Source: an optimization exercise on an open RTL-to-GDS flow (aim: small area, a short achievable clock period and few clock cycles). Production flows keep margins and buffers that such runs may drop.
The RTL was checked by simulation tests, not by an equivalence proof against the original design.
No activity file was given, so power comes from the tool's default toggle rates.

Setup of run A:
Design tx_duration, start of the top module:
module tx_duration #(
	parameter int INV_W = 16
) (
	input  wire logic                 clk,
	input  wire logic                 arst_n,
	input  wire logic                 start,
	input  dur_pkg::dur_kind_t            dur_kind,
	input  dur_pkg::rate_code_t           data_rate,
	input  dur_pkg::resp_len_t            resp_len,
	input  dur_pkg::frame_len_t           next_len,
	input  wire logic                 long_pre,
	input  wire logic [dur_pkg::NUM_RATES-1:0] basic_rate_set,
	input  dur_pkg::dur_t                 sifs,
	output logic                      tab_en,
	output dur_pkg::rate_idx_t                 tab_addr,
	input  wire logic [INV_W-1:0]     tab_data,
	output logic                      dur_valid,
	output dur_pkg::dur_t                      dur,
	output dur_pkg::rate_idx_t                 resp_rate
);
export LEC_CHECK = 0
export CAP_MARGIN = 0
export CORE_MARGIN = 2
export CORE_UTILIZATION = 40
export CTS_BUF_LIST = sky130_fd_sc_hd__clkbuf_8
export SLEW_MARGIN = 0
export SYNTH_HIERARCHICAL = 1
export SYNTH_MINIMUM_KEEP_SIZE = 0
create_clock -name core_clock -period 9.0 [get_ports {clk}]
standard.sh (not shown) runs the stock make flow with config.mk's settings and CLKGATE_MAP_FILE= SYNTH_SCRIPT=/design/flow/synth_recipe.tcl, a recipe that flattens the netlist after the stock synthesis.
==> flow/flow/run.sh <==
#!/bin/bash
# The standard ORFS layout (the standard.sh, all steps), with the port
# buffers made of the smallest buffer cell instead of ORFS's default pick.
set -e
export BUFFER_PORTS_ARGS="-buffer_cell sky130_fd_sc_hd__buf_1"
bash standard.sh > standard.log 2>&1
Every stage of the flow completed for run A, and the final layout passed the timing, DRC and antenna checks.
Testbench counts of run A, summed over its fixed seeds: cycles 5,403.
Edits applied to the flow inputs when going from run A to run B:
Settings: SETUP_SLACK_MARGIN now 0.6, previously not set; CAP_MARGIN now 20, was 0; SLEW_MARGIN now 20, was 0.
Results
- Between run A and run B, the number of standard cells in the layout, taps in and fillers out is higher for run B.
- Diff run A and run B: share of layout cells above drive strength 1 higher in run B
- Run A consumes less power than run B.
Inputs modified between run B and run C:
Settings: SETUP_SLACK_MARGIN removed (was 0.6).
--- outcome ---
Per the comparison of run C with run B, critical path depth up 3; global routing usage on met2 went down 1.1 points; antenna violation net count after detailed routing neither gained nor lost much; sequential power held steady.
Run comparison: run C critical path endpoint acc[15]; run B critical path endpoint dur[15]
Comparing run B against run C, there is no change at all in die span in x.
Total power (lower): run C
Number of clock-tree buffers in the layout for run C is lower than for run B.
Compare run C and run B | cell-internal power higher: run B
The via count reported for run C is greater than that of run B by 29.
Between run B and run C, the flow reports switching power decreasing by a few percent.

========
07-22:
Another version of the RTL of tx_duration (not shown whole).
Size in the first run: about 99 I/O pins.
Settings: LEC_CHECK=0, CAP_MARGIN=20, CORE_MARGIN=2, CORE_UTILIZATION=40, CTS_BUF_LIST=sky130_fd_sc_hd__clkbuf_8, SETUP_SLACK_MARGIN=0.35, SLEW_MARGIN=20, SYNTH_HIERARCHICAL=1, SYNTH_MINIMUM_KEEP_SIZE=0; clock period 9.0 ns.
Scripts as last shown in full above: flow/flow/run.sh
Testbench counts of 07-22, summed over its fixed seeds: cycles 5,403.
diff inputs: 07-22 => 09-02
Settings: changing SETUP_SLACK_MARGIN from 0.35 to 0.3.
[summary]
- Summary of 09-02 over 07-22: worst setup margin moved down, smallest hold slack level, largest vdd supply drop moved down, critical path required time level, count of clock-buffer cells in the layout level.

========
tx_duration again, from the RTL that the note above started with.
clock: 9.0 ns
lec_check: 0
cap_margin: 20
core_margin: 2
core_utilization: 40
cts_buf_list: sky130_fd_sc_hd__clkbuf_8
setup_slack_margin: 0.45
slew_margin: 20
synth_hierarchical: 1
synth_minimum_keep_size: 0
Scripts as last shown in full above: flow/flow/run.sh
Testbench counts at the start, summed over its fixed seeds: cycles 5,403.
Edit:
SETUP_SLACK_MARGIN = not set   (was 0.45)
Outcome: Die area does not change. Worst hold slack is about the same. Global-route usage is unchanged. Register-to-register slack hardly moves. Total power is lower by 9.0%. Setup slack loses 0.26 ns. First-iteration DRC count is higher by about 1.1%. Cell count is lower by 0.75%. Sequential share of layout area is higher by 0.25 points. Final area is lower by 2.7%.
Edit:
CORE_UTILIZATION = 65   (was 40)
Wire length drops by 1.7%.
Die area drops by 38%.
Via count climbs by about 2.7%.
Core utilization climbs by 27 points.
Edit:
CORE_UTILIZATION = 40   (was 65)
SETUP_SLACK_MARGIN = 0.6   (was not set)
=> The changed run produced a clean layout. Count of clock-buffer cells in the layout is unchanged. Non-clock buffer count came out higher by 9. Sequential share of layout area came out lower by 0.34 points. First-iteration DRC count came out lower by roughly a tenth. Routed wire length came out higher by a few percent. Utilization came out lower by 26 points. Setup slack gains 0.32 ns. Sequential cell count is unchanged. Power came out higher by a few percent. Global-route usage came out lower by 12 points. Die area came out higher by well over a third.

========
tx_duration again, from the RTL that the note above started with.
clock: 9.0 ns
lec_check: 0
cap_margin: 20
core_margin: 2
core_utilization: 40
cts_buf_list: sky130_fd_sc_hd__clkbuf_8
gpl_timing_driven: 0
setup_slack_margin: 0.3
slew_margin: 20
synth_hierarchical: 1
synth_minimum_keep_size: 0
Scripts as last shown in full above: flow/flow/run.sh
Testbench counts at the start, summed over its fixed seeds: cycles 5,403.
Edit:
Settings changed: GPL_TIMING_DRIVEN 0 to not set, SETUP_SLACK_MARGIN 0.3 to 0.2.
Sequential power is higher by about 8%.
Register-to-register slack stays flat.
Worst setup slack is better by 48 ps.
Die area does not change.
Flip-flop and latch count does not change.
Design area shrinks by about 3%.
Non-clock buffer count fell by 45.
Worst hold slack got worse by 17 ps.

## afterwards: timing with drivers on the ports
Ports are ideal in the flow. The routed layouts listed here were re-timed in OpenROAD. Step 1 assumes that a clkbuf_16 drives the clock port and a buf_2 every other input. Step 2 also shifts input and output timing later by t, the mid clock arrival at the registers, as if the neighbouring blocks saw the same clock. Slacks: no drivers / after step 1 / after step 2; pairs: no drivers / after step 1.
run | t (ns) | setup slack, ns | worst setup path after step 2 | worst slew at a driven data input, ns | cell pins on the clock port's net
run A | 0.322 | 0.241 / 0.249 / -0.070 | input to register | 0.05 | 1
run B | 0.324 | 0.511 / 0.487 / 0.487 | input to output | 0.05 | 1
run C | 0.322 | 0.241 / 0.249 / -0.070 | input to register | 0.05 | 1
07-22 | 0.328 | 0.534 / 0.515 / 0.515 | input to output | 0.04 | 1
09-02 | 0.327 | 0.504 / 0.483 / 0.483 | input to output | 0.04 | 1
the first run of note 3 | 0.327 | 0.556 / 0.537 / 0.537 | input to output | 0.04 | 1
the second run of note 3 | 0.327 | 0.292 / 0.270 / 0.270 | input to output | 0.04 | 1
the third run of note 3 | 0.314 | 0.273 / 0.252 / 0.252 | input to output | 0.06 | 1
the fourth run of note 3 | 0.328 | 0.598 / 0.576 / 0.576 | input to output | 0.04 | 1
the first run of note 4 | 0.327 | 0.370 / 0.350 / 0.350 | input to output | 0.04 | 1
the second run of note 4 | 0.327 | 0.417 / 0.395 / 0.395 | input to output | 0.04 | 1
Met with ideal ports but missed after step 2: setup timing in run A and run C.
